This is an optimization exercise on Yosys and OpenROAD, whose aim is small area, a short achievable clock period and few clock cycles per item, not a production implementation.
Function was checked by simulation only, so behaviour that the tests miss may differ from the original.
Power figures rest on the tool's default switching activity, not on a simulated workload.

## flow/flow/run.sh

```bash
#!/bin/bash
set -euo pipefail
bash standard.sh SETUP_SLACK_MARGIN=7.5 \
	"BUFFER_PORTS_ARGS=-buffer_cell sky130_fd_sc_hd__buf_2" \
	finish > standard.log 2>&1
```

## flow/constraint.sdc

```tcl
create_clock -name core_clock -period 11.0 [get_ports {clk}]
set_input_delay 2.2000 -clock core_clock [delete_from_list [all_inputs] [get_ports {clk}]]
set_output_delay 2.2000 -clock core_clock [all_outputs]
set_load 0.01 [all_outputs]
```

## flow/config.mk

```make
export PLATFORM = sky130hd
export DESIGN_NAME = servo_pulse_sequencer_slew
export DESIGN_NICKNAME = servo_pulse_sequencer_slew
export VERILOG_FILES = /design/flow/design.v
export SDC_FILE = /design/flow/constraint.sdc
export NUM_CORES = 4
export LEC_CHECK = 0
export CAP_MARGIN = 20
export CORE_MARGIN = 2
export CORE_UTILIZATION = 60
export CTS_BUF_LIST = sky130_fd_sc_hd__clkbuf_8 sky130_fd_sc_hd__clkbuf_16
export CTS_CLUSTER_DIAMETER = 70
export CTS_CLUSTER_SIZE = 24
export PLACE_DENSITY = 0.7
export SLEW_MARGIN = 20
export TNS_END_PERCENT = 5
```

## flow/design.v

```verilog
package sps_pkg;
	localparam int NUM_CHANNELS = 12;
	localparam int CNT_BITS     = 16;
	localparam int WIDTH_BITS   = 16;
	localparam int RATE_BITS    = 8;
	localparam int CH_BITS      = 4;
	localparam int USED_BITS    = 4;
	localparam int GUARD_BITS   = 8;
	localparam int SLOT_BITS    = (NUM_CHANNELS > 1) ? $clog2(NUM_CHANNELS) : 1;
	localparam int CFG_DATA_BITS = 16;
	localparam logic [WIDTH_BITS-1:0] DEFAULT_WIDTH = WIDTH_BITS'(3000);
	localparam logic [CNT_BITS-1:0]   REFRESH_RESET = CNT_BITS'(40000);
	localparam logic [GUARD_BITS-1:0] GUARD_RESET   = GUARD_BITS'(4);
	typedef enum logic [1:0] {
		ACT_TICK = 2'd0,
		ACT_SET  = 2'd1,
		ACT_MOVE = 2'd2
	} action_t;
	typedef enum logic [1:0] {
		REG_ACTIVE_MASK   = 2'd0,
		REG_CHANNELS_USED = 2'd1,
		REG_REFRESH_TICKS = 2'd2,
		REG_GUARD_TICKS   = 2'd3
	} cfg_reg_t;
	typedef struct packed {
		logic [1:0]            action;
		logic [CH_BITS-1:0]    channel;
		logic [WIDTH_BITS-1:0] position_ticks;
		logic [RATE_BITS-1:0]  speed;
	} req_t;
	typedef struct packed {
		logic [NUM_CHANNELS-1:0] pulse_levels;
		logic [WIDTH_BITS-1:0]   width_readback;
		logic                    moving;
	} rsp_t;
	typedef struct packed {
		logic [NUM_CHANNELS-1:0] active_mask;
		logic [USED_BITS-1:0]    channels_used;
		logic [CNT_BITS-1:0]     refresh_ticks;
		logic [GUARD_BITS-1:0]   guard_ticks;
	} cfg_t;
	typedef struct packed {
		logic                  start;
		logic                  load;
		logic                  set_now;
		logic [WIDTH_BITS-1:0] pos;
		logic [RATE_BITS-1:0]  spd;
	} lane_cmd_t;
	typedef struct packed {
		logic [WIDTH_BITS-1:0] width;
		logic                  moving;
	} lane_stat_t;
endpackage
import sps_pkg::*;
module sps_slew_cmp (
	input  logic [WIDTH_BITS-1:0] w,
	input  logic [WIDTH_BITS-1:0] g,
	input  logic [RATE_BITS-1:0]  r,
	output logic                  up,
	output logic                  done_up,
	output logic                  done_dn
);
	logic [WIDTH_BITS:0]   sum_up, sum_dn;
	assign up      = g > w;
	assign sum_up  = {1'b0, w} + (WIDTH_BITS+1)'(r);
	assign sum_dn  = {1'b0, g} + (WIDTH_BITS+1)'(r);
	assign done_up = {1'b0, g} <= sum_up;
	assign done_dn = {1'b0, w} <= sum_dn;
endmodule
module sps_slew_step (
	input  logic [WIDTH_BITS-1:0] w,
	input  logic [WIDTH_BITS-1:0] g,
	input  logic [RATE_BITS-1:0]  r,
	input  logic                  up,
	input  logic                  done,
	output logic [WIDTH_BITS-1:0] w_n
);
	assign w_n = done ? g : (up ? (w + WIDTH_BITS'(r)) : (w - WIDTH_BITS'(r)));
endmodule
import sps_pkg::*;
module servo_pulse_sequencer_slew (
	input  logic                     clk,
	input  logic                     arst_n,
	input  logic                     req_valid,
	output logic                     req_stall,
	input  logic [1:0]               req_action,
	input  logic [CH_BITS-1:0]       req_channel,
	input  logic [WIDTH_BITS-1:0]    req_position,
	input  logic [RATE_BITS-1:0]     req_speed,
	output logic                     rsp_valid,
	input  logic                     rsp_stall,
	output logic [NUM_CHANNELS-1:0]  rsp_levels,
	output logic [WIDTH_BITS-1:0]    rsp_width,
	output logic                     rsp_moving,
	input  logic                     cfg_valid,
	output logic                     cfg_ready,
	input  logic [1:0]               cfg_index,
	input  logic [CFG_DATA_BITS-1:0] cfg_data
);
	localparam int N  = NUM_CHANNELS;
	localparam int WB = WIDTH_BITS;
	localparam int RB = RATE_BITS;
	localparam int RSP_BITS = N + WB + 1;
	logic [N-1:0]            cfg_mask;
	logic [USED_BITS-1:0]    cfg_used;
	logic [CNT_BITS-1:0]     cfg_refresh;
	logic [GUARD_BITS-1:0]   cfg_guard;
	logic [3:0]              used;
	always_ff @(posedge clk or negedge arst_n) begin
		if (!arst_n) begin
			cfg_mask    <= '0;
			cfg_used    <= '0;
			cfg_refresh <= REFRESH_RESET;
			cfg_guard   <= GUARD_RESET;
		end else if (cfg_valid) begin
			case (cfg_index)
				2'd0: cfg_mask    <= cfg_data[N-1:0];
				2'd1: cfg_used    <= cfg_data[USED_BITS-1:0];
				2'd2: cfg_refresh <= cfg_data[CNT_BITS-1:0];
				default: cfg_guard <= cfg_data[GUARD_BITS-1:0];
			endcase
		end
	end
	assign used = (cfg_used > 4'(N)) ? 4'(N) : cfg_used;
	logic [N-1:0]            lv;          
	logic [N-1:0][WB-1:0]    w_q, g_q;
	logic [N-1:0][RB-1:0]    r_q;
	logic [CNT_BITS:0]       u_q;         
	logic                    conv_q;      
	logic [CNT_BITS-1:0]     d_q;
	logic                    z_q;         
	logic [3:0]              nxt_q;       
	logic                    idle_q;      
	logic                    nif_q;       
	logic [3:0]              p_q, q_q;    
	logic                    qp_q;        
	logic [N-1:0]            lev_q;
	logic [1:0]              init_q;      
	logic [WB-1:0]           rawp_w, rawp_g;
	logic [RB-1:0]           rawp_r;
	logic [WB-1:0]           sh_w;
	logic                    sh_done, sh_mv, shv_q;
	logic                    valid_s1, adv, hold;
	logic                    e0v, e1v, pop, push;
	logic [1:0]              act_s1;
	logic [CH_BITS-1:0]      ch_s1;
	logic [WB-1:0]           pos_s1;
	logic [RB-1:0]           spd_s1;
	logic [RSP_BITS-1:0]     e0_q, e1_q, rsp_new;
	assign hold      = e1v || (init_q != 2'd0) ||
		((act_s1 == 2'd0) && z_q && nif_q && !shv_q);
	assign adv       = valid_s1 && !hold;
	assign cfg_ready = 1'b1;
	assign push      = adv;
	assign pop       = e0v && !rsp_stall;
	logic                    stall_q, valid_d, e1v_d, z_d, nif_d, shv_d, tick_d;
	logic [1:0]              init_d;
	assign req_stall = stall_q;
	assign valid_d   = stall_q ? valid_s1 : req_valid;
	assign tick_d    = stall_q ? (act_s1 == 2'd0) : (req_action == 2'd0);
	assign e1v_d     = push ? (e0v && !pop) : (pop ? 1'b0 : e1v);
	always_ff @(posedge clk or negedge arst_n) begin
		if (!arst_n)
			stall_q <= 1'b0;
		else
			stall_q <= valid_d && (e1v_d || (init_d != 2'd0) || (tick_d && z_d && nif_d && !shv_d));
	end
	always_ff @(posedge clk or negedge arst_n) begin
		if (!arst_n) begin
			valid_s1 <= 1'b0;
			e0v      <= 1'b0;
			e1v      <= 1'b0;
		end else begin
			if (!req_stall)
				valid_s1 <= req_valid;
			if (push) begin
				e0v <= 1'b1;
				e1v <= e0v && !pop;
			end else if (pop) begin
				e0v <= e1v;
				e1v <= 1'b0;
			end
		end
	end
	always_ff @(posedge clk) begin
		if (req_valid && !req_stall) begin
			act_s1 <= req_action;
			ch_s1  <= req_channel;
			pos_s1 <= req_position;
			spd_s1 <= req_speed;
		end
		if (push && (!e0v || pop))
			e0_q <= rsp_new;
		else if (pop)
			e0_q <= e1_q;
		if (push && e0v && !pop)
			e1_q <= rsp_new;
	end
	assign rsp_valid = e0v;
	assign {rsp_levels, rsp_width, rsp_moving} = e0_q;
	logic                    is_tick, is_set, is_load, ch_ok;
	logic                    fire, fire_if, ld_p;
	logic [N-1:0]            ch_oh, p_oh, rd_oh;
	assign is_tick = act_s1 == 2'd0;
	assign is_set  = (act_s1 == 2'd1) || ((act_s1 == 2'd2) && (spd_s1 == '0));
	assign is_load = (act_s1 == 2'd1) || (act_s1 == 2'd2);
	assign ch_ok   = ch_s1 < 4'(N);
	assign fire    = adv && is_tick && z_q;
	assign fire_if = fire && nif_q;
	assign ld_p    = adv && is_load && (ch_s1 == p_q);
	always_comb begin
		for (int i = 0; i < N; i++) begin
			ch_oh[i] = ch_s1 == 4'(i);
			p_oh[i]  = p_q == 4'(i);
			rd_oh[i] = (init_q == 2'd1) ? (p_q == 4'(i)) : (q_q == 4'(i));
		end
	end
	logic [WB-1:0]           rd_w, rd_g;
	logic [RB-1:0]           rd_r;
	always_comb begin
		rd_w = '0;
		rd_g = '0;
		rd_r = '0;
		for (int i = 0; i < N; i++) begin
			if (rd_oh[i]) begin
				rd_w = rd_w | (lv[i] ? w_q[i] : DEFAULT_WIDTH);
				rd_g = rd_g | (lv[i] ? g_q[i] : '0);
				rd_r = rd_r | (lv[i] ? r_q[i] : '0);
			end
		end
	end
	logic [WB-1:0]           cur_w;
	logic                    cur_m;
	always_comb begin
		cur_w = '0;
		cur_m = 1'b0;
		for (int i = 0; i < N; i++) begin
			if (ch_oh[i]) begin
				cur_w = cur_w | (lv[i] ? w_q[i] : DEFAULT_WIDTH);
				cur_m = cur_m | (lv[i] && (r_q[i] != '0));
			end
		end
	end
	logic [WB-1:0]           sl_w;
	logic                    sl_done;
	logic                    c_up, c_du, c_dd, k_up, k_du, k_dd;
	sps_slew_cmp u_cmp (
		.w       (rawp_w),
		.g       (rawp_g),
		.r       (rawp_r),
		.up      (c_up),
		.done_up (c_du),
		.done_dn (c_dd)
	);
	assign sl_done = k_up ? k_du : k_dd;
	sps_slew_step u_step (
		.w    (rawp_w),
		.g    (rawp_g),
		.r    (rawp_r),
		.up   (k_up),
		.done (sl_done),
		.w_n  (sl_w)
	);
	always_ff @(posedge clk) begin
		k_up    <= c_up;
		k_du    <= c_du;
		k_dd    <= c_dd;
		sh_w    <= sl_w;
		sh_done <= sl_done;
		sh_mv   <= !sl_done && (rawp_r != '0);
		if (init_q == 2'd1 || (fire_if && !qp_q)) begin
			rawp_w <= rd_w;
			rawp_g <= rd_g;
			rawp_r <= rd_r;
		end else if (fire_if) begin
			rawp_w <= sh_w;
			if (sh_done)
				rawp_r <= '0;
		end else if (ld_p) begin
			if (is_set)
				rawp_w <= pos_s1;
			rawp_g <= pos_s1;
			rawp_r <= is_set ? '0 : spd_s1;
		end
	end
	logic                    kv_q;        
	assign shv_d = !(init_q == 2'd1 || fire_if || ld_p) && kv_q;
	always_ff @(posedge clk or negedge arst_n) begin
		if (!arst_n) begin
			kv_q  <= 1'b0;
			shv_q <= 1'b0;
		end else begin
			kv_q  <= !(init_q == 2'd1 || fire_if || ld_p);
			shv_q <= shv_d;
		end
	end
	logic [WB-1:0]           bus_w;
	logic [RB-1:0]           bus_r;
	assign bus_w = is_tick ? sh_w : (is_set ? pos_s1 : DEFAULT_WIDTH);
	assign bus_r = is_set ? '0 : spd_s1;
	always_ff @(posedge clk or negedge arst_n) begin
		if (!arst_n)
			lv <= '0;
		else if (adv && is_load)
			lv <= lv | ch_oh;
	end
	always_ff @(posedge clk) begin
		for (int i = 0; i < N; i++) begin
			if ((adv && is_load && ch_oh[i] && (is_set || !lv[i])) || (fire_if && p_oh[i]))
				w_q[i] <= bus_w;
			if ((adv && is_load && ch_oh[i]) || (fire_if && p_oh[i] && sh_done))
				r_q[i] <= is_tick ? '0 : bus_r;
			if (adv && is_load && ch_oh[i])
				g_q[i] <= pos_s1;
		end
	end
	logic [CNT_BITS:0]       ub;          
	logic [CNT_BITS:0]       ub1;         
	logic [CNT_BITS:0]       u_dec;       
	logic [CNT_BITS:0]       u_flip;      
	logic [CNT_BITS:0]       u_tick;      
	logic                    fe_lt;
	logic [CNT_BITS-1:0]     fe_d;
	logic [3:0]              p1, succ_q, i_p, i_q;
	logic [N-1:0]            lev_nxt;
	assign u_flip = {1'b0, cfg_refresh} - u_q;
	assign u_dec  = u_q - (CNT_BITS+1)'(1);
	assign u_tick = (u_dec == {1'b1, cfg_refresh}) ? {1'b0, cfg_refresh} : u_dec;
	assign ub     = idle_q ? {1'b0, cfg_refresh} : u_q;
	assign ub1    = ub - (CNT_BITS+1)'(1);
	assign fe_lt  = !ub[CNT_BITS] && (ub[CNT_BITS-1:0] > CNT_BITS'(cfg_guard));
	assign fe_d   = fe_lt ? ub1[CNT_BITS-1:0] : (CNT_BITS'(cfg_guard) - CNT_BITS'(1));
	assign p1     = p_q + 4'd1;
	assign succ_q = (q_q + 4'd1 < used) ? q_q + 4'd1 : 4'd0;
	assign i_p    = (nxt_q < used) ? nxt_q : 4'd0;
	assign i_q    = (i_p + 4'd1 < used) ? i_p + 4'd1 : 4'd0;
	always_comb begin
		init_d = (init_q != 2'd0) ? init_q - 2'd1 : 2'd0;
		if (cfg_valid && cfg_index == 2'd1)
			init_d = 2'd2;
		nif_d = nif_q;
		if (init_q == 2'd2 && !(cfg_valid && cfg_index == 2'd1))
			nif_d = nxt_q < used;
		z_d = z_q;
		if (adv && is_tick) begin
			if (fire) begin
				nif_d = nif_q ? (p1 < used) : (used != 4'd0);
				z_d   = nif_q ? (sh_w == CNT_BITS'(1)) : (fe_lt ? (ub == (CNT_BITS+1)'(1)) : (cfg_guard == GUARD_BITS'(1)));
			end else begin
				z_d   = d_q == CNT_BITS'(1);
			end
		end
	end
	always_comb begin
		lev_nxt = lev_q;
		if (fire)
			lev_nxt = nif_q ? (p_oh & cfg_mask) : '0;
	end
	always_ff @(posedge clk or negedge arst_n) begin
		if (!arst_n) begin
			u_q    <= {1'b0, REFRESH_RESET};
			conv_q <= 1'b0;
			d_q    <= '0;
			z_q    <= 1'b1;
			nxt_q  <= '0;
			idle_q <= 1'b1;
			nif_q  <= 1'b0;
			p_q    <= '0;
			q_q    <= '0;
			qp_q   <= 1'b1;
			lev_q  <= '0;
			init_q <= '0;
		end else begin
			if (cfg_valid && cfg_index == 2'd1) begin
				init_q <= 2'd2;
			end else if (init_q == 2'd2) begin
				init_q <= 2'd1;
				nif_q  <= nxt_q < used;
				p_q    <= i_p;
				q_q    <= i_q;
				qp_q   <= i_q == i_p;
			end else if (init_q == 2'd1) begin
				init_q <= 2'd0;
			end
			if (cfg_valid && cfg_index == 2'd2) begin
				conv_q <= 1'b1;
				if (!conv_q)
					u_q <= u_flip;
			end else if (conv_q) begin
				conv_q <= 1'b0;
				u_q    <= u_flip;
			end
			if (adv && is_tick) begin
				lev_q <= lev_nxt;
				if (fire) begin
					u_q <= idle_q ? {1'b0, cfg_refresh} - (CNT_BITS+1)'(1) : u_tick;
					if (nif_q) begin
						d_q    <= sh_w - CNT_BITS'(1);
						z_q    <= sh_w == CNT_BITS'(1);
						nxt_q  <= p1;
						idle_q <= 1'b0;
						nif_q  <= p1 < used;
						p_q    <= q_q;
						q_q    <= succ_q;
						qp_q   <= succ_q == q_q;
					end else begin
						d_q    <= fe_d;
						z_q    <= fe_lt ? (ub == (CNT_BITS+1)'(1)) : (cfg_guard == GUARD_BITS'(1));
						nxt_q  <= '0;
						idle_q <= 1'b1;
						nif_q  <= used != 4'd0;
					end
				end else begin
					u_q <= u_tick;
					d_q <= d_q - CNT_BITS'(1);
					z_q <= d_q == CNT_BITS'(1);
				end
			end
		end
	end
	logic [WB-1:0]           out_w;
	logic                    out_m;
	always_comb begin
		out_w = cur_w;
		out_m = cur_m;
		if (is_load) begin
			out_w = is_set ? pos_s1 : cur_w;
			out_m = !is_set;
		end else if (fire_if && ch_s1 == p_q) begin
			out_w = sh_w;
			out_m = sh_mv;
		end
		if (!ch_ok) begin
			out_w = '0;
			out_m = 1'b0;
		end
	end
	assign rsp_new = {lev_nxt, out_w, out_m};
endmodule
```

## flow/standard.sh

```bash
#!/bin/bash
# synth_recipe.tcl (not shown) runs the flow's synth.tcl, then flattens the netlist and writes it again
# the make line also repeats each setting of config.mk as NAME=value (left out here)
make -C /OpenROAD-flow-scripts/flow DESIGN_CONFIG=/design/flow/config.mk WORK_HOME=/design/flow/orfs CLKGATE_MAP_FILE= SYNTH_SCRIPT=/design/flow/synth_recipe.tcl "${@:-finish}"
```

==> results of run 1 <==
[where the power goes]
| part | leakage [nW] | total (mW) | switching (mW) | internal (mW) |
|---|---|---|---|---|
| clock | 0.812 | 1.90 | 1.05 | 0.849 |
| combinational | 7.25 | 3.37 | 2.10 | 1.27 |
| sequential | 7.21 | 4.02 | 0.504 | 3.52 |
| total | 15.3 | 9.30 | 3.66 | 5.64 |
[final timing paths]
kind	endpoint	slack, ps	startpoint	depth (start not counted)
setup / recovery	e0_q[13]	7230	ch_s1[2]	9
setup reg to reg	e0_q[13]	7230	ch_s1[2]	9
hold reg to reg	lev_q[5]	510	lev_q[5]	1
hold / removal	lev_q[5]	510	lev_q[5]	1
min in group asynchronous	lev_q[7]	1590	arst_n	1
max in group asynchronous	u_q[3]	8150	arst_n	2
[state kept, by name, indices dropped and copies added, names as in the netlist, 8 cells and up]
register     count
e0_q            29
pos_s1          16
lev_q           12
rawp_r           8
g_q            192
e1_q            29
rawp_g          16
lv              12
d_q             16
cfg_guard        8
rawp_w          16
spd_s1           8
w_q            192
u_q             17
cfg_refresh     16
sh_w            16
cfg_mask        12
r_q             96
[placed cells by master, fill, tap and decap left out, drive strengths merged, types with 98 or more instances in the layout]
| cell | count |
|---|---|
| o22ai | 117 |
| nand2 | 294 |
| o21ai | 117 |
| inv | 136 |
| edfxtp | 608 |
| a22oi | 107 |
| nor2 | 198 |
| nor2b | 98 |
| a21oi | 123 |
| buf | 243 |
| dfrtp | 108 |
| ha | 138 |
[kinds of logic (layout without fill, tap and decap cells)]
logic type,after synthesis,after routing,synth area share
AND/OR/NAND/NOR,983,983,0.131
AO/OA/AOI/OAI,889,889,0.165
flip-flops,751,751,0.573
buffers and inverters,293,435,0.0294
adder cells (fa/ha/maj),142,142,0.0476
XOR/XNOR,124,124,0.0304
multiplexers,81,81,0.0233
other,1,3,0.0000988
[per-stage QoR]
stage / area (µm²) / std cells / power, mW
after global placement: 39500 / 4100 / 7.09
after floorplan: 38000 / 3264 / 5.93
after detailed placement: 39600 / 4101 / 7.15
final: 42100 / 4254 / 9.30
after CTS: 41500 / 4209 / 9.06
after global routing: 42100 / 4252 / 9.66
[worst max-delay path: cells and delay by family (launching register included)]
kind | cells | cell delay, ps
flip-flops | 1 | 550
multiplexers | 1 | 230
AO/OA/AOI/OAI | 4 | 840
buffers and inverters | 1 | 270
AND/OR/NAND/NOR | 3 | 1740
[cell type report]
cell class	count	area, µm²
multi-input cells	2220	15700
clock inverters	38	350
inverters	106	398
well taps	846	1060
repair buffers	243	1650
diodes	2	5.00
fillers	4654	20600
clock buffers	48	1200
flip-flops and latches	751	21800
[layer usage]
metal / vias to the layer above / global-route usage / share of wire
met3: 458 / 0.0766 / 0.11
met1: 14500 / 0.504 / 0.38
met4: 6 / 0.186 / 0.059
li1: 12800 / - / -
met5: - / 0 / 0.00029
met2: 1985 / 0.581 / 0.45
[timing repair]
| item | in CTS | in global routing |
|---|---|---|
| setup buffers | 22 | 43 |
| pin swaps | 9 | 35 |
| gates cloned | 0 | 0 |
| resized for setup | 46 | 70 |
| setup endpoints to repair | 575 | 232 |
==> flow_summary_export.csv, run 1 <==
group,metric,value,unit
critical_path,critical_path.max_stage_delay,940,ps
sta,slew_viol_final,0,
sta,final.period_utilization,0.343,
clocking,tritoncts,"done",
clocking,cts.sink_count,751,
synth,syn_area,0.0379,mm²
synth,avgSynthCellArea,11.6,µm²
layout,drive_gt1_frac,0.157,
synth,ys_top_cells_by_count,"608 x edfxtp_1, 294 x nand2_1, 198 x nor2_1",
power_and_ir_drop,p_per_area,221,mW/mm²
job,max-cap-violations,0,
hold_path,min_path_type,"reg -> reg",
synth,yosys_warnings,1,
clocking,cts_max_path_buffers,3,
floorplan,dieHeight,255,µm
sta,worst_pin_slew,1190,ps
critical_path,critPathSlowestCell,"or4b_2",
detailed_routing,wire_per_inst,29.5,µm
critical_path,critPathCaptureType,"flip-flop",
sta,setup_viol,0,
critical_path,required,11490,ps
synth,synth_async_sr_flop_share,0.162,
grt,grt_max_degree,79,
sta,hold_ws,507,ps
synth,syn_nets,3459,
detailed_routing,via_per_inst,7.00,
layout,fin_nets,3564,
detailed_routing,route.detailed.drc,0,
sta,hold_viol_final,0,
clocking,cts.clk_slew.worst_paths,90,ps
floorplan,initial_core_util,0.605,
placed_design,pre_cts_slack,6140,ps
floorplan,rows,92,
grt,grt_antenna_before_repair,4,
synth,synth_seq_area_share,0.573,
critical_path,crit_type,"reg -> reg",
sta,fin_worst_skew,42.4,ps
placed_design,portBuffers,83,
sta,relSlewSlack,0.199,
placed_design,routabilityCongestion,0.982,
floorplan,chipWidth,255,µm
sta,fin_crit,3770,ps
detailed_routing,firstDrtPassIters,7,
synth,synth.distinct_cells,89,
detailed_routing,drt_wl_total,126000,µm
sta,rsz0062_at_grt,"yes",
clocking,cts_htree_levels,2,
clocking,cts_buffers,47,
detailed_routing,ant_nets,0,
run_status,status,"finished clean",
grt,grt_pass1_wl,183000,µm
placed_design,hpwl,86600,µm
layout,area_growth,11.0,%
synth,yosys.area.top_type,"edfxtp_1",
critical_path,crit_path_max_fanout,15,
layout,utilization,0.671,
synth,synth_ff_type,"edfxtp_1",
critical_path,arrival,4270,ps
grt,grt.total_usage,0.374,
detailed_routing,drtIter0Drc,4207,
synth,synth_seq_cells,751,
clocking,root_buffer,"clkbuf_16",
synth,yosysMostFrequentCell,"edfxtp_1",
grt,grt_pass1_vias,28400,
sta,max_freq,265,MHz
clocking,clkLatencyLatePin,650,ps
floorplan,ios,85,
floorplan,core_area,0.0627,mm²
power_and_ir_drop,leakagePower,15.3,nW
floorplan,fp.dieArea,0.0653,mm²
critical_path,worstSetupStartpointType,"flip-flop",
critical_path,path_cells,"buf_4, or4b_2, nor2_2, a32oi_1, nand4_1, a211oi_2, o211ai_1, o211a_1, mux2_2",
synth,synth_cells,3264,
grt,gr-total-overflow,0,
detailed_routing,dr_total_vias,29800,
synth,synth_edf_count,608,
clocking,holdBufCountCts,0,
power_and_ir_drop,vdd_drop_max,0.000144,V
synth,synth_top_cell_area_share,0.481,
synth,synthTopCellsByArea,"edfxtp_1 48%, dfrtp_1 7.1%, ha_1 4.6%",
sta,tns,0,ps
sta,worst_slack,7230,ps
Testbench counts, summed over its fixed seeds: cycles 24,396, items 24,096.
==> run 2: changes to the inputs <==
==> flow/flow/run.sh (replaced) <==
#!/bin/bash
set -euo pipefail
bash standard.sh SETUP_SLACK_MARGIN=7.5 finish > standard.log 2>&1
==> flow_summary_export.csv, run 2 <==
group,metric,value,unit
layout,area_growth,11.7,%
layout,layout_commonest_cell,"edfxtp_1",
clocking,cts_buffers,47,
sta,relSlewSlack,0.174,
floorplan,chipWidth,255,µm
sta,rsz0062_at_grt,"yes",
detailed_routing,route.detailed.drc,0,
critical_path,critical_path.max_stage_delay,900,ps
sta,fin_crit,3850,ps
hold_path,min_path_type,"reg -> reg",
grt,grt.total_usage,0.371,
synth,yosysMostFrequentCell,"edfxtp_1",
clocking,holdBufCountCts,0,
critical_path,crit_type,"reg -> reg",
grt,grt_antenna_before_repair,4,
sta,max_freq,260,MHz
clocking,root_buffer,"clkbuf_16",
hold_path,hold_start,"lev_q[2]",
grt,grt_pass1_wl,181000,µm
power_and_ir_drop,p_per_area,219,mW/mm²
clocking,cts.sink_count,751,
placed_design,placed_area,0.0399,mm²
placed_design,hpwl,85000,µm
layout,drive_gt1_frac,0.131,
synth,synthTopCellsByArea,"edfxtp_1 48%, dfrtp_1 7.1%, ha_1 4.6%",
placed_design,portBuffers,83,
run_status,status,"finished clean",
detailed_routing,firstDrtPassIters,9,
synth,synth_ff_type,"edfxtp_1",
sta,final.period_utilization,0.350,
sta,hold_viol_final,0,
layout,fin_nets,3536,
floorplan,core_area,0.0627,mm²
synth,synth_seq_cells,751,
clocking,cts_htree_levels,2,
floorplan,rows,92,
synth,synth_cells,3264,
layout,fin_area,0.0424,mm²
sta,tns,0,ps
critical_path,crit_start,"ch_s1[2]",
synth,ys_top_cells_by_count,"608 x edfxtp_1, 294 x nand2_1, 198 x nor2_1",
grt,gr-total-overflow,0,
critical_path,critPathSlowestCell,"a211oi_1",
critical_path,arrival,4240,ps
synth,synth.distinct_cells,89,
power_and_ir_drop,leakagePower,15.2,nW
sta,worst_slack,7150,ps
placed_design,pre_cts_slack,6150,ps
floorplan,fp.dieArea,0.0653,mm²
clocking,clkLatencyLatePin,650,ps
synth,syn_nets,3459,
synth,synth_seq_area_share,0.573,
critical_path,required,11390,ps
job,max-cap-violations,0,
placed_design,routabilityCongestion,0.991,
clocking,tritoncts,"done",
detailed_routing,drt_wl_total,124000,µm
clocking,cts_max_path_buffers,3,
floorplan,dieHeight,255,µm
synth,yosys_warnings,1,
grt,grt_max_degree,71,
sta,fin_worst_skew,31.1,ps
sta,setup_viol,0,
detailed_routing,ant_nets,0,
floorplan,ios,85,
power_and_ir_drop,vdd_drop_max,0.000200,V
synth,synth_top_cell_area_share,0.481,
critical_path,rr_startpoint,"ch_s1[2]",
synth,synth_async_sr_flop_share,0.162,
detailed_routing,wire_per_inst,29.4,µm
critical_path,path_cells,"nand4bb_2, nor2_2, a22oi_1, nand4_1, a211oi_1, a21oi_1, o211a_1, mux2_2",
synth,yosys.area.top_type,"edfxtp_1",
detailed_routing,dr_total_vias,29700,
synth,syn_area,0.0379,mm²
critical_path,crit_path_max_fanout,21,
layout,utilization,0.676,
synth,synth_edf_count,608,
layout,top_regs,"g_q x192, w_q x192, r_q x96",
critical_path,worstSetupStartpointType,"flip-flop",
layout,layout_common_cells,"608 x edfxtp_1, 291 x nand2_1, 175 x nor2_1, 131 x ha_1, 121 x buf_4",
layout,fillers,4657,
detailed_routing,drtIter0Drc,3831,
detailed_routing,via_per_inst,7.01,
critical_path,critPathCaptureType,"flip-flop",
grt,grt_pass1_vias,28100,
sta,slew_viol_final,0,
power_and_ir_drop,power,9.30,mW
synth,avgSynthCellArea,11.6,µm²
sta,worst_pin_slew,1240,ps
clocking,cts.clk_slew.worst_paths,100,ps
floorplan,initial_core_util,0.605,
run 2: cell counts after synthesis:
No cell type changed its count.
run 2: cell type report:
cell class,count,area [µm²],share of cell area
inverters,106,398,0.00939
flip-flops and latches,751,21800,0.513
clock inverters,39,380,0.00897
clock buffers,48,1190,0.0281
diodes,3,7.51,0.000177
repair buffers,215,1870,0.0440
multi-input cells,2220,15700,0.371
well taps,846,1060,0.0250
run 2: repair_timing:
item	in CTS	in global routing
endpoints found under the setup margin	527	393
setup buffers	16	29
cloned	0	0
pin swaps	5	27
gates resized for setup	97	83
run 2: through the flow:
step / cells / hold WS (ps)
4_1_cts: 4195 / 504
6_report: 4228 / 501
5_1_grt: 4226 / 516
3_5_place_dp: 4092 / 484
3_3_place_gp: 4091 / 474
2_1_floorplan: 3264 / 466
run 2: cell families (layout without fill, tap and decap cells):
family | Yosys count | count (layout) | synth area share
xor gates and xnor gates | 124 | 124 | 0.0304
adders and majority gates | 142 | 142 | 0.0476
and+or+nand+nor | 983 | 983 | 0.131
other | 1 | 4 | 0.0000988
buffers and inverters | 293 | 408 | 0.0294
DFF | 751 | 751 | 0.573
AOI/OAI and AO/OA | 889 | 889 | 0.165
muxes | 81 | 81 | 0.0233
run 2: path summary, 6_finish.rpt:
kind	to	slack, ps	cells after the start
hold / removal	lev_q[2]	500	1
min in group asynchronous	lv[10]	1710	1
setup / recovery	e0_q[14]	7150	8
setup reg to reg	e0_q[14]	7150	8
max in group asynchronous	e0v	7850	2
hold reg to reg	lev_q[2]	500	1
run 2: routing by layer:
layer | up-vias | global-route usage | share of wire
li1 | 12800 | - | -
met1 | 14500 | 0.497 | 0.38
met2 | 1999 | 0.580 | 0.45
met3 | 442 | 0.0872 | 0.12
met4 | 0 | 0.163 | 0.051
met5 | - | 0 | 0
run 2: report_power, final:
part	leakage [nW]	internal, mW	total (mW)	switching (mW)
clock network	0.800	0.879	1.92	1.04
logic	7.19	1.28	3.32	2.04
registers	7.21	3.52	4.06	0.536
run 2: critical path: cells and delay by family, from the launching register on:
family             cells  cell delay, ps
AOI/OAI and AO/OA      4            1610
and+or+nand+nor        3             920
DFF                    1             800
muxes                  1             260
==> run 3: changes to the inputs <==
--- a/flow/design.v
+++ b/flow/design.v
@@ -146,7 +146,8 @@
 	logic [CH_BITS-1:0]      ch_s1;
 	logic [WB-1:0]           pos_s1;
 	logic [RB-1:0]           spd_s1;
-	logic [RSP_BITS-1:0]     e0_q, e1_q, rsp_new;
+	logic [RSP_BITS-1:0]     e0_q, rsp_new;
+	logic [WB:0]             e1_q;        
 	assign hold      = e1v || (init_q != 2'd0) ||
 		((act_s1 == 2'd0) && z_q && nif_q && !shv_q);
 	assign adv       = valid_s1 && !hold;
@@ -192,9 +193,9 @@
 		if (push && (!e0v || pop))
 			e0_q <= rsp_new;
 		else if (pop)
-			e0_q <= e1_q;
+			e0_q <= {lev_q, e1_q};
 		if (push && e0v && !pop)
-			e1_q <= rsp_new;
+			e1_q <= rsp_new[WB:0];
 	end
 	assign rsp_valid = e0v;
 	assign {rsp_levels, rsp_width, rsp_moving} = e0_q;
==> flow/flow/run.sh (replaced) <==
#!/bin/bash
set -euo pipefail
bash standard.sh SETUP_SLACK_MARGIN=8 \
	"BUFFER_PORTS_ARGS=-buffer_cell sky130_fd_sc_hd__buf_2" \
	finish > standard.log 2>&1
--- a/flow/config.mk
+++ b/flow/config.mk
@@ -7,10 +7,9 @@
 export LEC_CHECK = 0
 export CAP_MARGIN = 20
 export CORE_MARGIN = 2
-export CORE_UTILIZATION = 60
+export CORE_UTILIZATION = 65
 export CTS_BUF_LIST = sky130_fd_sc_hd__clkbuf_8 sky130_fd_sc_hd__clkbuf_16
 export CTS_CLUSTER_DIAMETER = 70
 export CTS_CLUSTER_SIZE = 24
-export PLACE_DENSITY = 0.7
+export PLACE_DENSITY = 0.75
 export SLEW_MARGIN = 20
-export TNS_END_PERCENT = 5
==> flow_summary_export.csv, run 3 <==
group,metric,value,unit
run_status,status,"finished clean",
grt,grt_max_degree,64,
critical_path,critPathSlowestCell,"edfxtp_1",
synth,synth_async_sr_flop_share,0.165,
synth,yosys.area.top_type,"edfxtp_1",
grt,grt_pass1_wl,192000,µm
synth,yosys_warnings,1,
sta,final.period_utilization,0.343,
grt,grt_pass1_vias,29700,
clocking,cts_htree_levels,2,
placed_design,routabilityCongestion,1.04,
sta,hold_viol_final,0,
clocking,cts.clk_slew.worst_paths,100,ps
synth,synth_cells,3215,
clocking,tritoncts,"done",
sta,hold_ws,514,ps
hold_path,hold_start,"kv_q",
grt,gr-total-overflow,0,
hold_path,hold_depth,1,
critical_path,r2r_cells,17,
synth,syn_area,0.0374,mm²
critical_path,reg2reg_slack,7230,ps
critical_path,arrival,4310,ps
synth,synth_top_cell_area_share,0.478,
detailed_routing,via_per_inst,7.46,
floorplan,rows,87,
grt,grt.total_usage,0.435,
sta,worst_pin_slew,1110,ps
floorplan,core_area,0.0566,mm²
clocking,cts_max_path_buffers,3,
layout,top_regs,"g_q x192, w_q x192, r_q x96",
sta,setup_viol,0,
sta,worst_slack,7230,ps
sta,fin_crit,3770,ps
sta,relSlewSlack,0.257,
layout,fillers,3339,
critical_path,rr_startpoint,"rawp_g[1]",
hold_path,min_path_type,"reg -> reg",
clocking,clkLatencyLatePin,630,ps
layout,utilization,0.782,
sta,max_freq,265,MHz
layout,multiInputGateArea,0.0170,mm²
layout,final-seq-area,0.0214,mm²
clocking,cts_buffers,43,
synth,yosysMostFrequentCell,"edfxtp_1",
synth,ys_top_cells_by_count,"596 x edfxtp_1, 260 x nand2_1, 236 x nor2_1",
sta,fin_worst_skew,29.3,ps
detailed_routing,wire_per_inst,32.1,µm
synth,syn_nets,3410,
synth,synth_seq_cells,739,
critical_path,crit_path_frequent_cell,"a21o_1",
clocking,cts.sink_count,739,
synth,synth.distinct_cells,87,
floorplan,dieHeight,244,µm
layout,area_growth,18.3,%
power_and_ir_drop,vdd_drop_max,0.000165,V
critical_path,cp.buffers_inverters,0,
critical_path,crit_type,"reg -> reg",
synth,avgSynthCellArea,11.6,µm²
floorplan,ios,85,
critical_path,crit_path_max_fanout,3,
sta,slew_viol_final,0,
critical_path,worstSetupStartpointType,"flip-flop",
critical_path,required,11540,ps
floorplan,initial_core_util,0.661,
layout,layout_common_cells,"596 x edfxtp_1, 251 x nand2_1, 222 x buf_4, 199 x nor2_1, 119 x ha_1",
detailed_routing,firstDrtPassIters,7,
floorplan,fp.dieArea,0.0595,mm²
hold_path,whs_endpoint,"shv_q",
critical_path,rr_endpoint,"k_dd",
synth,synth_edf_count,596,
sta,rsz0062_at_grt,"yes",
layout,drive_gt1_frac,0.244,
layout,layout_commonest_cell,"edfxtp_1",
placed_design,pre_cts_slack,6620,ps
placed_design,hpwl,85200,µm
floorplan,chipWidth,244,µm
detailed_routing,dr_total_vias,31600,
critical_path,critPathCaptureType,"flip-flop",
clocking,root_buffer,"clkbuf_16",
job,max-cap-violations,0,
sta,tns,0,ps
power_and_ir_drop,p_per_area,216,mW/mm²
synth,synth_ff_type,"edfxtp_1",
synth,synthTopCellsByArea,"edfxtp_1 48%, dfrtp_1 7.2%, ha_1 4.6%",
grt,grt_antenna_before_repair,5,
detailed_routing,drt_wl_total,136000,µm
power_and_ir_drop,leakagePower,16.2,nW
critical_path,cp_top_family,"compound AO/OA/AOI/OAI gates",
critical_path,critical_path.max_stage_delay,500,ps
detailed_routing,route.detailed.drc,0,
synth,synth_seq_area_share,0.572,
detailed_routing,drtIter0Drc,5290,
detailed_routing,ant_nets,0,
layout,fin_nets,3642,
critical_path,path_cells,"ha_1, a21o_1, a21oi_2, o21bai_1, a21o_1, a21oi_2, nand2b_4, nor2b_4, xor2_2, ha_1, a21o_1, a21oi_2, o21ai_2, a221o_1, a21o_1, a211o_1, o211ai_1",
placed_design,portBuffers,83,
## run 3: worst max path at each step
stage | startpoint | endpoint | slack, ps | cells past startpoint
after floorplan | rawp_r[0] | k_dd | 7580 | 16
after global placement | cfg_index[0] | u_q[16] | 6520 | 8
after detailed placement | cfg_index[0] | u_q[12] | 6620 | 7
after CTS | rawp_r[1] | k_dd | 7320 | 16
after global routing | rawp_g[1] | k_dd | 7080 | 17
final | rawp_g[1] | k_dd | 7230 | 17
## run 3: cell families after synthesis
kind of cell / Yosys count / share of synthesized area
adder cells (fa/ha/maj): 142 / 0.0483
flip-flops: 739 / 0.572
AND/OR/NAND/NOR: 924 / 0.124
XOR/XNOR: 126 / 0.0306
buffers and inverters: 294 / 0.0300
AO/OA/AOI/OAI: 904 / 0.171
other: 1 / 0.000100
multiplexers: 85 / 0.0247
## run 3: final cells by class
cell class,count,area share
clock buffers,44,0.0249
inverters,117,0.0109
multi-input cells,2187,0.385
diodes,7,0.000396
clock inverters,30,0.00797
repair buffers,358,0.0651
repair inverters,1,0.000170
flip-flops and latches,739,0.484
well taps,756,0.0214
## run 3: what timing repair did
action / 4_1_cts / 5_1_grt
endpoints found under the setup margin: 701 / 432
gates resized for setup: 290 / 162
pin swaps: 95 / 78
buffers inserted: 122 / 81
hold buffers: 0 / 0
cloned: 4 / 4
## run 3: metrics by stage
step | total power, mW | std cells | cell area, µm²
floorplan | 5.80 | 3215 | 37900
detailed placement | 6.85 | 3947 | 39100
global route | 9.84 | 4234 | 44200
finish | 9.57 | 4239 | 44200
global placement | 6.74 | 3945 | 39000
CTS | 9.00 | 4147 | 42700
## run 3: report_power, final
part | internal, mW | leakage (nW) | switching [mW]
Sequential | 3.45 | 7.07 | 0.538
Clock | 0.859 | 0.742 | 0.993
Combinational | 1.48 | 8.35 | 2.24
Total | 5.80 | 16.2 | 3.77
## run 3: per-layer routing
| metal | track usage | routed length [µm] | up-vias |
|---|---|---|---|
| li1 | - | - | 12900 |
| met3 | 0.117 | 19300 | 714 |
| met1 | 0.573 | 47400 | 15100 |
| met5 | 0 | 32 | - |
| met4 | 0.242 | 9960 | 4 |
| met2 | 0.657 | 59500 | 2890 |
Testbench counts of run 3, summed over its fixed seeds: cycles 24,396, items 24,096.
==> run 4: changes to the inputs <==
==> flow/flow/run.sh (replaced) <==
#!/bin/bash
set -euo pipefail
bash standard.sh SETUP_SLACK_MARGIN=7.5 \
	"BUFFER_PORTS_ARGS=-buffer_cell sky130_fd_sc_hd__buf_2" \
	finish > standard.log 2>&1
--- a/flow/config.mk
+++ b/flow/config.mk
@@ -7,9 +7,9 @@
 export LEC_CHECK = 0
 export CAP_MARGIN = 20
 export CORE_MARGIN = 2
-export CORE_UTILIZATION = 65
+export CORE_UTILIZATION = 60
 export CTS_BUF_LIST = sky130_fd_sc_hd__clkbuf_8 sky130_fd_sc_hd__clkbuf_16
 export CTS_CLUSTER_DIAMETER = 70
 export CTS_CLUSTER_SIZE = 24
-export PLACE_DENSITY = 0.75
+export PLACE_DENSITY = 0.7
 export SLEW_MARGIN = 20
==> flow_summary_export.csv, run 4 <==
group,metric,value,unit
floorplan,core_area,0.0617,mm²
critical_path,crit_path_frequent_cell,"a21o_1",
critical_path,critical_path.max_stage_delay,440,ps
clocking,cts_max_path_buffers,3,
critical_path,cp.buffers_inverters,1,
sta,max_freq,281,MHz
sta,relSlewSlack,0.221,
hold_path,hold_start,"kv_q",
synth,synth_ff_type,"edfxtp_1",
sta,worst_slack,7440,ps
sta,hold_viol_final,0,
synth,yosys.area_share.simple,0.124,
synth,ys_top_cells_by_count,"596 x edfxtp_1, 260 x nand2_1, 236 x nor2_1",
placed_design,pre_cts_slack,6330,ps
power_and_ir_drop,leakagePower,15.2,nW
placed_design,portBuffers,83,
placed_design,placed_area,0.0390,mm²
hold_path,hold_depth,1,
floorplan,fp.dieArea,0.0644,mm²
sta,rsz0062_at_grt,"yes",
sta,final.period_utilization,0.324,
sta,slew_viol_final,0,
clocking,clkLatencyLatePin,650,ps
sta,tns,0,ps
layout,top_regs,"g_q x192, w_q x192, r_q x96",
hold_path,whs_endpoint,"shv_q",
detailed_routing,ant_nets,0,
run_status,status,"finished clean",
synth,synth_top_cell_area_share,0.478,
synth,yosysMostFrequentCell,"edfxtp_1",
layout,fin_area,0.0420,mm²
synth,synth_top_family_by_area,"compound AO/OA/AOI/OAI gates",
floorplan,initial_core_util,0.606,
critical_path,required,11540,ps
synth,synth_fa_ha_area_frac,0.0483,
power_and_ir_drop,vdd_drop_max,0.000148,V
detailed_routing,firstDrtPassIters,10,
synth,synth_async_sr_flop_share,0.165,
critical_path,rr_startpoint,"rawp_r[0]",
synth,synth_edf_count,596,
synth,synth_seq_cells,739,
clocking,cts_buffers,47,
power_and_ir_drop,p_int,5.51,mW
sta,worst_pin_slew,1170,ps
grt,grt_max_degree,74,
critical_path,path_cells,"ha_2, buf_4, a21o_1, a21oi_2, o21bai_1, a21o_1, a21oi_2, nand2b_4, nor2b_2, xor2_1, ha_1, a21o_1, a21oi_1, o21ai_1, a221o_1, a21o_1, a211o_1, o211ai_1",
detailed_routing,drtIter0Drc,4281,
power_and_ir_drop,pwr-share-seq,0.441,
detailed_routing,dr_total_vias,29800,
clocking,cts.clk_slew.worst_paths,90,ps
layout,layout_commonest_cell,"edfxtp_1",
detailed_routing,wire_per_inst,30.3,µm
floorplan,rows,91,
critical_path,critPathSlowestCell,"edfxtp_1",
synth,yosys.area.top_type,"edfxtp_1",
clocking,holdBufCountCts,0,
critical_path,worstSetupStartpointType,"flip-flop",
critical_path,critPathCaptureType,"flip-flop",
sta,fin_crit,3560,ps
critical_path,crit_path_max_fanout,2,
synth,synth_xor_area_frac,0.0306,
placed_design,routabilityCongestion,0.951,
layout,area_growth,12.2,%
critical_path,crit_start,"rawp_r[0]",
critical_path,reg2reg_slack,7440,ps
synth,synth.distinct_cells,87,
grt,grt.total_usage,0.388,
layout,layout_common_cells,"596 x edfxtp_1, 256 x nand2_1, 214 x nor2_1, 146 x buf_4, 127 x ha_1",
synth,avgSynthCellArea,11.6,µm²
grt,gr-total-overflow,0,
clocking,tritoncts,"done",
detailed_routing,drt_wl_total,127000,µm
power_and_ir_drop,p_per_area,215,mW/mm²
placed_design,hpwl,85100,µm
hold_path,min_path_type,"reg -> reg",
critical_path,arrival,4110,ps
sta,fin_worst_skew,34.2,ps
critical_path,crit_type,"reg -> reg",
sta,hold_ws,513,ps
critical_path,cp_top_family,"compound AO/OA/AOI/OAI gates",
synth,yosys-mux-area-fraction,0.0247,
synth,synth_cells,3215,
synth,synth_seq_area_share,0.572,
power_and_ir_drop,netSwitchingPower,3.53,mW
detailed_routing,route.detailed.drc,0,
grt,grt_antenna_before_repair,3,
layout,antenna_cells,0,
synth,yosys_warnings,1,
floorplan,ios,85,
grt,grt_pass1_vias,28000,
power_and_ir_drop,netSwitchingFraction,0.391,
floorplan,chipWidth,254,µm
power_and_ir_drop,comb_power_share,0.347,
synth,syn_nets,3410,
job,max-cap-violations,0,
grt,grt_pass1_wl,182000,µm
synth,synthTopCellsByArea,"edfxtp_1 48%, dfrtp_1 7.2%, ha_1 4.6%",
critical_path,r2r_cells,18,
clocking,cts.sink_count,739,
power_and_ir_drop,clkPwrFrac,0.212,
synth,synth-compound-area-share,0.171,
layout,utilization,0.680,
floorplan,dieHeight,254,µm
clocking,root_buffer,"clkbuf_16",
clocking,cts_htree_levels,2,
detailed_routing,via_per_inst,7.09,
critical_path,rr_endpoint,"k_dd",
layout,fin_nets,3528,
synth,syn_area,0.0374,mm²
layout,drive_gt1_frac,0.172,
sta,setup_viol,0,
layout,fillers,4569,
==> run 4: cell counts after synthesis <==
No cell type changed its count.
==> run 4: cells by family (layout without fill, tap and decap cells) <==
logic type,Yosys count,in the layout
xor gates and xnor gates,126,127
buffers and inverters,294,438
muxes,85,85
and+or+nand+nor,924,925
DFF,739,739
adders and majority gates,142,142
other,1,1
AOI/OAI and AO/OA,904,906
==> run 4: power by group through the flow <==
stage | Combinational [mW] | Clock [mW] | Sequential [mW]
3_5_place_dp | 2.77 | 0 | 4.02
4_1_cts | 2.94 | 1.92 | 3.95
6_report | 3.14 | 1.92 | 3.99
5_1_grt | 3.36 | 2.01 | 4.00
3_3_place_gp | 2.72 | 0 | 4.01
2_1_floorplan | 2.02 | 0 | 3.70
==> run 4: final cells by class <==
| class | instances | area, µm² | area share |
|---|---|---|---|
| Inverter | 117 | 449 | 0.0107 |
| Tap cell | 837 | 1050 | 0.0249 |
| Clock inverter | 30 | 355 | 0.00846 |
| Sequential cell | 739 | 21400 | 0.510 |
| Multi-Input combinational cell | 2186 | 15800 | 0.377 |
| Clock buffer | 49 | 1230 | 0.0292 |
| Timing Repair Buffer | 242 | 1670 | 0.0399 |
==> run 4: worst max-delay path by stage <==
| stage | slack [ps] | depth (start not counted) | to |
|---|---|---|---|
| CTS | 7440 | 17 | k_du |
| finish | 7440 | 18 | k_dd |
| global placement | 6140 | 7 | u_q[16] |
| detailed placement | 6330 | 7 | u_q[16] |
| global route | 7290 | 15 | k_du |
| floorplan | 7510 | 16 | k_dd |
==> run 4: repair_timing <==
item,CTS,global route
buffers inserted,55,26
gates cloned,4,0
endpoints found under the setup margin,409,174
gates resized for setup,107,70
pin swaps,32,37
==> run 4: metal layers <==
layer | track usage | part of all wire | up-vias
met3 | 0.0788 | 0.12 | 364
met2 | 0.610 | 0.46 | 2073
met4 | 0.147 | 0.042 | 2
met5 | 0 | 0.00018 | -
met1 | 0.537 | 0.38 | 14700
li1 | - | - | 12600
==> run 4: through the flow <==
| stage | power (mW) | cells |
|---|---|---|
| 6_report | 9.05 | 4200 |
| 5_1_grt | 9.37 | 4200 |
| 4_1_cts | 8.82 | 4173 |
| 3_5_place_dp | 6.79 | 4035 |
| 3_3_place_gp | 6.73 | 4034 |
| 2_1_floorplan | 5.72 | 3215 |
==> run 5: changes to the inputs <==
--- a/flow/config.mk
+++ b/flow/config.mk
@@ -9,7 +9,7 @@
 export CORE_MARGIN = 2
 export CORE_UTILIZATION = 60
 export CTS_BUF_LIST = sky130_fd_sc_hd__clkbuf_8 sky130_fd_sc_hd__clkbuf_16
-export CTS_CLUSTER_DIAMETER = 70
-export CTS_CLUSTER_SIZE = 24
+export CTS_CLUSTER_DIAMETER = 80
+export CTS_CLUSTER_SIZE = 30
 export PLACE_DENSITY = 0.7
 export SLEW_MARGIN = 20
==> flow_summary_export.csv, run 5 <==
group,metric,value,unit
run_status,status,"finished clean",
synth,synth_fa_ha_area_frac,0.0483,
synth,yosys-mux-area-fraction,0.0247,
synth,synth_ff_type,"edfxtp_1",
sta,fin_worst_skew,34.0,ps
sta,hold_viol_final,0,
synth,synth_top_family_by_area,"compound AO/OA/AOI/OAI gates",
detailed_routing,firstDrtPassIters,8,
grt,top_usage_layer,"met2",
synth,synth_seq_area_share,0.572,
synth,yosys_warnings,1,
sta,relSlewSlack,0.168,
synth,syn_area,0.0374,mm²
grt,met2_usage,0.604,
synth,synth-compound-area-share,0.171,
synth,yosysMostFrequentCell,"edfxtp_1",
layout,drive_gt1_frac,0.170,
floorplan,core_area,0.0617,mm²
power_and_ir_drop,power,8.83,mW
synth,synth_cells,3215,
sta,worst_pin_slew,1230,ps
critical_path,path_cells,"buf_4, nor4bb_1, nand2_1, inv_1",
grt,gr-total-overflow,0,
sta,final.period_utilization,0.333,
layout,final-seq-area,0.0214,mm²
floorplan,ios,85,
grt,grt_pass1_vias,27900,
detailed_routing,drt_wl_total,127000,µm
floorplan,rows,91,
detailed_routing,dr_total_vias,29500,
placed_design,portBuffers,83,
synth,syn_nets,3410,
critical_path,worstSetupStartpointType,"flip-flop",
layout,layout_commonest_cell,"edfxtp_1",
synth,synth.distinct_cells,87,
floorplan,fp.dieArea,0.0644,mm²
clocking,cts.clk_slew.worst_paths,120,ps
sta,max_freq,273,MHz
critical_path,cp_top_family,"simple AND/OR/NAND/NOR gates",
power_and_ir_drop,p_per_area,212,mW/mm²
grt,grt_antenna_before_repair,5,
detailed_routing,drtIter0Drc,4178,
job,max-cap-violations,0,
layout,layout_common_cells,"596 x edfxtp_1, 257 x nand2_1, 214 x nor2_1, 154 x buf_4, 127 x ha_1",
synth,synth_top_cell_area_share,0.478,
grt,use_met3,0.0848,
grt,grt_max_degree,74,
clocking,cts.sink_count,739,
power_and_ir_drop,leakagePower,15.1,nW
critical_path,required,11240,ps
sta,tns,0,ps
synth,synthTopCellsByArea,"edfxtp_1 48%, dfrtp_1 7.2%, ha_1 4.6%",
sta,setup_viol,0,
layout,fillers,4588,
clocking,root_buffer,"clkbuf_16",
clocking,cts_buffers,37,
synth,avgSynthCellArea,11.6,µm²
layout,multiInputGateArea,0.0158,mm²
placed_design,hpwl,85100,µm
sta,rsz0062_at_grt,"yes",
floorplan,dieHeight,254,µm
critical_path,crit_type,"reg -> reg",
grt,grt_pass1_wl,182000,µm
detailed_routing,route.detailed.drc,0,
clocking,cts_max_path_buffers,3,
power_and_ir_drop,vdd_drop_max,0.000169,V
critical_path,cp.buffers_inverters,2,
grt,grt.total_usage,0.388,
layout,area_growth,11.5,%
clocking,tritoncts,"done",
synth,yosys.area_share.simple,0.124,
critical_path,critPathCaptureType,"flip-flop",
floorplan,chipWidth,254,µm
layout,top_regs,"g_q x192, w_q x192, r_q x96",
critical_path,arrival,3910,ps
synth,synth_edf_count,596,
floorplan,initial_core_util,0.606,
synth,synth_seq_cells,739,
hold_path,min_path_type,"reg -> reg",
sta,slew_viol_final,0,
synth,synth_async_sr_flop_share,0.165,
clocking,clkLatencyLatePin,620,ps
grt,grt_use_met1,0.532,
synth,yosys.area.top_type,"edfxtp_1",
detailed_routing,wire_per_inst,30.2,µm
critical_path,critPathSlowestCell,"nor4bb_1",
critical_path,crit_path_max_fanout,16,
synth,ys_top_cells_by_count,"596 x edfxtp_1, 260 x nand2_1, 236 x nor2_1",
clocking,cts_htree_levels,2,
critical_path,critical_path.max_stage_delay,1030,ps
detailed_routing,ant_nets,0,
sta,fin_crit,3670,ps
layout,fin_nets,3520,
detailed_routing,via_per_inst,7.05,
synth,synth_xor_area_frac,0.0306,
placed_design,routabilityCongestion,0.951,
clocking,holdBufCountCts,0,
run 5: cell types whose count changed in the layout (fill, tap and decap cells not counted), moves of 3 or more:
cell,before,now
inv_8,4,1
clkbuf_16,49,40
buf_4,146,154
clkinv_4,4,0
buf_6,9,5
run 5: worst register-to-register path, stage by stage, from the launching register on:
cell and delay, ps:
edfxtp_1 620, buf_4 290, nor4bb_1 1040, nand2_1 440, inv_1 880
run 5: cell type report:
type	instances	share of cell area
repair buffers	244	0.0400
inverters	117	0.0109
diodes	1	0.0000600
clock buffers	41	0.0243
well taps	837	0.0251
multi-input cells	2186	0.379
flip-flops and latches	739	0.513
clock inverters	23	0.00699
run 5: worst paths after layout:
check	from	end	slack, ps	cells after the start
worst max-delay path	ch_s1[0]	g_q[98]	7330	4
worst min-delay path	kv_q	shv_q	520	1
worst max register to register	ch_s1[0]	g_q[98]	7330	4
worst min register to register	kv_q	shv_q	520	1
max in group asynchronous	arst_n	u_q[0]	7810	2
min in group asynchronous	arst_n	p_q[1]	1620	1
run 5: report_power, final:
part           internal, mW  switching [mW]  leakage [nW]
combinational          1.20            1.93          7.35
clock                 0.721           0.991         0.645
sequential             3.45           0.541          7.09
run 5: per-stage QoR:
step | instances | setup WS, ps | cell area [µm²] | utilization | hold slack [ps]
floorplan | 3215 | 7510 | 37500 | - | 454
global placement | 4034 | 6140 | 38900 | 0.630 | 464
detailed placement | 4035 | 6330 | 39000 | 0.631 | 481
CTS | 4153 | 7420 | 41100 | 0.666 | 505
global route | 4188 | 7290 | 41700 | 0.676 | 529
finish | 4188 | 7330 | 41700 | 0.676 | 520
run 5: repair_timing:
action	4_1_cts	5_1_grt
endpoints found under the setup margin	420	177
setup buffers	50	34
gates resized for setup	104	76
gates cloned	4	0
pin swaps	29	37
run 5: cell families (layout without fill, tap and decap cells):
logic type / Yosys count / in the layout
AO/OA/AOI/OAI: 904 / 906
XOR/XNOR: 126 / 127
adder cells (fa/ha/maj): 142 / 142
buffers and inverters: 294 / 425
flip-flops: 739 / 739
multiplexers: 85 / 85
other: 1 / 2
AND/OR/NAND/NOR: 924 / 925
run 5: routing by layer:
layer	vias to the layer above	wire length (µm)
li1	12600	-
met1	14500	48300
met2	1975	57700
met3	385	14900
met4	2	5740
met5	-	10
==> run 6: changes to the inputs <==
==> flow/config.mk (replaced) <==
export PLATFORM = sky130hd
export DESIGN_NAME = servo_pulse_sequencer_slew
export DESIGN_NICKNAME = servo_pulse_sequencer_slew
export VERILOG_FILES = /design/flow/design.v
export SDC_FILE = /design/flow/constraint.sdc
export NUM_CORES = 4
export LEC_CHECK = 0
export CAP_MARGIN = 10
export CORE_MARGIN = 2
export CORE_UTILIZATION = 60
export CTS_BUF_LIST = sky130_fd_sc_hd__clkbuf_8 sky130_fd_sc_hd__clkbuf_16
export CTS_CLUSTER_DIAMETER = 70
export CTS_CLUSTER_SIZE = 24
export PLACE_DENSITY = 0.7
export SLEW_MARGIN = 10
==> flow_summary_export.csv, run 6 <==
group,metric,value,unit
power_and_ir_drop,p_int,5.53,mW
synth,yosys_warnings,1,
power_and_ir_drop,p_per_area,216,mW/mm²
grt,grt_pass1_vias,28100,
sta,hold_viol_final,0,
grt,gr-total-overflow,0,
synth,avgSynthCellArea,11.6,µm²
synth,synthTopCellsByArea,"edfxtp_1 48%, dfrtp_1 7.2%, ha_1 4.6%",
job,max-cap-violations,0,
placed_design,dp.cells,4034,
placed_design,routabilityCongestion,0.951,
synth,yosysMostFrequentCell,"edfxtp_1",
power_and_ir_drop,netSwitchingFraction,0.389,
power_and_ir_drop,netSwitchingPower,3.53,mW
critical_path,reg2reg_slack,7270,ps
floorplan,initial_core_util,0.606,
grt,grt_antenna_before_repair,2,
critical_path,rr_endpoint,"k_dd",
floorplan,chipWidth,254,µm
floorplan,ios,85,
layout,area_growth,12.3,%
sta,max_freq,268,MHz
synth,syn_area,0.0374,mm²
critical_path,rr_startpoint,"rawp_g[1]",
detailed_routing,firstDrtPassIters,6,
synth,synth_top_cell_area_share,0.478,
clocking,cts.sink_count,739,
sta,fin_worst_skew,31.4,ps
synth,synth_edf_count,596,
hold_path,min_path_type,"reg -> reg",
detailed_routing,dr_total_vias,29600,
layout,top_regs,"g_q x192, w_q x192, r_q x96",
clocking,tritoncts,"done",
power_and_ir_drop,clkPwrFrac,0.216,
detailed_routing,via_per_inst,7.05,
detailed_routing,drtIter0Drc,4319,
clocking,cts.clk_slew.worst_paths,90,ps
layout,layout_common_cells,"596 x edfxtp_1, 256 x nand2_1, 214 x nor2_1, 145 x buf_4, 129 x ha_1",
power_and_ir_drop,leakagePower,15.2,nW
synth,synth.distinct_cells,87,
critical_path,arrival,4270,ps
power_and_ir_drop,comb_power_share,0.343,
placed_design,portBuffers,83,
synth,synth_seq_cells,739,
synth,ys_top_cells_by_count,"596 x edfxtp_1, 260 x nand2_1, 236 x nor2_1",
critical_path,critPathCaptureType,"flip-flop",
power_and_ir_drop,power,9.06,mW
critical_path,crit_type,"reg -> reg",
grt,grt_max_degree,74,
detailed_routing,route.detailed.drc,0,
layout,fin_nets,3522,
critical_path,worstSetupStartpointType,"flip-flop",
layout,layout_commonest_cell,"edfxtp_1",
sta,final.period_utilization,0.339,
sta,worst_slack,7270,ps
run_status,status,"finished clean",
layout,final_cells,4199,
power_and_ir_drop,pwr-share-seq,0.441,
detailed_routing,drt_wl_total,127000,µm
sta,worst_pin_slew,1320,ps
hold_path,whs_endpoint,"shv_q",
synth,synth_async_sr_flop_share,0.165,
sta,setup_viol,0,
synth,synth_cells,3215,
clocking,cts_max_path_buffers,3,
clocking,holdBufCountCts,0,
floorplan,core_area,0.0617,mm²
critical_path,r2r_cells,17,
hold_path,hold_start,"kv_q",
sta,relSlewSlack,0.121,
sta,fin_crit,3730,ps
sta,slew_viol_final,0,
sta,rsz0062_at_grt,"yes",
grt,grt.total_usage,0.390,
placed_design,hpwl,85000,µm
hold_path,hold_depth,1,
clocking,cts_htree_levels,2,
synth,syn_nets,3410,
placed_design,pre_cts_slack,6110,ps
layout,drive_gt1_frac,0.172,
critical_path,required,11540,ps
clocking,cts_buffers,47,
floorplan,fp.dieArea,0.0644,mm²
critical_path,crit_path_max_fanout,3,
detailed_routing,ant_nets,0,
floorplan,rows,91,
sta,tns,0,ps
power_and_ir_drop,vdd_drop_max,0.000165,V
synth,yosys.area.top_type,"edfxtp_1",
layout,fillers,4564,
synth,synth_seq_area_share,0.572,
synth,synth_ff_type,"edfxtp_1",
grt,grt_pass1_wl,184000,µm
floorplan,dieHeight,254,µm
clocking,root_buffer,"clkbuf_16",
clocking,clkLatencyLatePin,640,ps
detailed_routing,wire_per_inst,30.3,µm
==> run 6: per-stage QoR <==
step | utilization | hold WS, ps | instance area, µm²
floorplan | - | 454 | 37500
global placement | 0.630 | 464 | 38900
detailed placement | 0.631 | 481 | 38900
CTS | 0.671 | 496 | 41400
global route | 0.681 | 519 | 42000
finish | 0.681 | 504 | 42000
==> run 6: critical path: stages (launching register included) <==
cell and delay, ps:
edfxtp_1 470, ha_1 350, a21o_1 200, a21oi_2 180, o21bai_1 90, a21o_1 210
a21oi_2 180, nand2b_4 160, nor2b_4 140, xor2_1 170, ha_1 260, a21o_1 160
a21oi_1 110, o21ai_1 100, a221o_1 320, a21o_1 180, a211o_1 280, o211ai_1 80
==> run 6: worst max path at each step <==
stage	startpoint	end
finish	rawp_g[1]	k_dd
floorplan	rawp_r[0]	k_dd
global placement	cfg_index[0]	u_q[16]
detailed placement	cfg_index[0]	u_q[16]
CTS	rawp_g[1]	k_dd
global route	rawp_g[1]	k_dd
==> run 6: power by group through the flow <==
stage / Clock (mW) / Sequential (mW) / Combinational [mW]
final: 1.96 / 3.99 / 3.11
after global routing: 2.06 / 4.01 / 3.32
after CTS: 1.96 / 3.95 / 2.93
after detailed placement: 0 / 4.02 / 2.77
after global placement: 0 / 4.01 / 2.72
after floorplan: 0 / 3.70 / 2.02
==> run 6: what timing repair did <==
item | in CTS | in global routing
setup endpoints to repair | 427 | 174
pin swaps | 25 | 42
gates cloned | 5 | 0
resized for setup | 112 | 70
setup buffers | 44 | 31
==> run 6: per-layer routing <==
metal / wire length (µm) / vias up / global-route usage
met5: 60 / - / 0.00463
met4: 5370 / 2 / 0.148
met3: 15000 / 332 / 0.0808
met2: 58100 / 1988 / 0.608
li1: - / 12700 / -
met1: 48500 / 14600 / 0.543
==> run 6: logic make-up (layout without fill, tap and decap cells) <==
| family | count (synthesis) | in the layout | synth area share |
|---|---|---|---|
| muxes | 85 | 85 | 0.0247 |
| adders and majority gates | 142 | 142 | 0.0483 |
| and+or+nand+nor | 924 | 925 | 0.124 |
| DFF | 739 | 739 | 0.572 |
| AOI/OAI and AO/OA | 904 | 907 | 0.171 |
| buffers and inverters | 294 | 434 | 0.0300 |
| xor gates and xnor gates | 126 | 127 | 0.0306 |
| other | 1 | 3 | 0.000100 |
==> run 6: area by class of cell <==
cell class                 instances  area [µm²]  area share
multi-input combinational       2187       15900       0.378
clock inverter                    32         390     0.00929
timing repair buffer             235        1600      0.0382
sequential                       739       21400       0.509
tap                              837        1050      0.0249
clock buffer                      50        1240      0.0295
inverter                         117         452      0.0107
antenna                            2        5.00    0.000119

-- re-timing with driven ports --
Ports are ideal in the flow. The routed layouts listed here were re-timed in OpenROAD.
Step 1: set_driving_cell puts a clkbuf_16 on clk and a buf_2 on each other input, an assumption about the parent block.
Step 2 adds t to the input delays and takes it off the output delays; t is the mean of the earliest and latest rising clock arrival at the registers after step 1. Input paths then give back, and output paths get back, about the clock's delay inside the block.
a / b / c = no drivers / after step 1 / after step 2; a / b = the first two.
run | shift t [ns] | setup slack, ns | worst setup path after step 2 | slew at the worst register clock pin (ns)
run 1 | 0.695 | 7.229 / 7.229 / 6.839 | input to register | 0.10 / 0.10
run 2 | 0.696 | 7.154 / 7.154 / 6.730 | input to register | 0.10 / 0.10
run 3 | 0.680 | 7.230 / 7.230 / 7.230 | register to register | 0.10 / 0.10
run 4 | 0.703 | 7.435 / 7.435 / 6.912 | input to register | 0.10 / 0.10
run 5 | 0.671 | 7.332 / 7.332 / 7.067 | input to register | 0.12 / 0.12
run 6 | 0.694 | 7.274 / 7.274 / 6.993 | input to register | 0.10 / 0.10
After both steps every run listed still meets setup and hold. For run 4, which loses most, drivers alone change the setup slack by 0.000 ns; drivers and shift together by -0.523 ns.
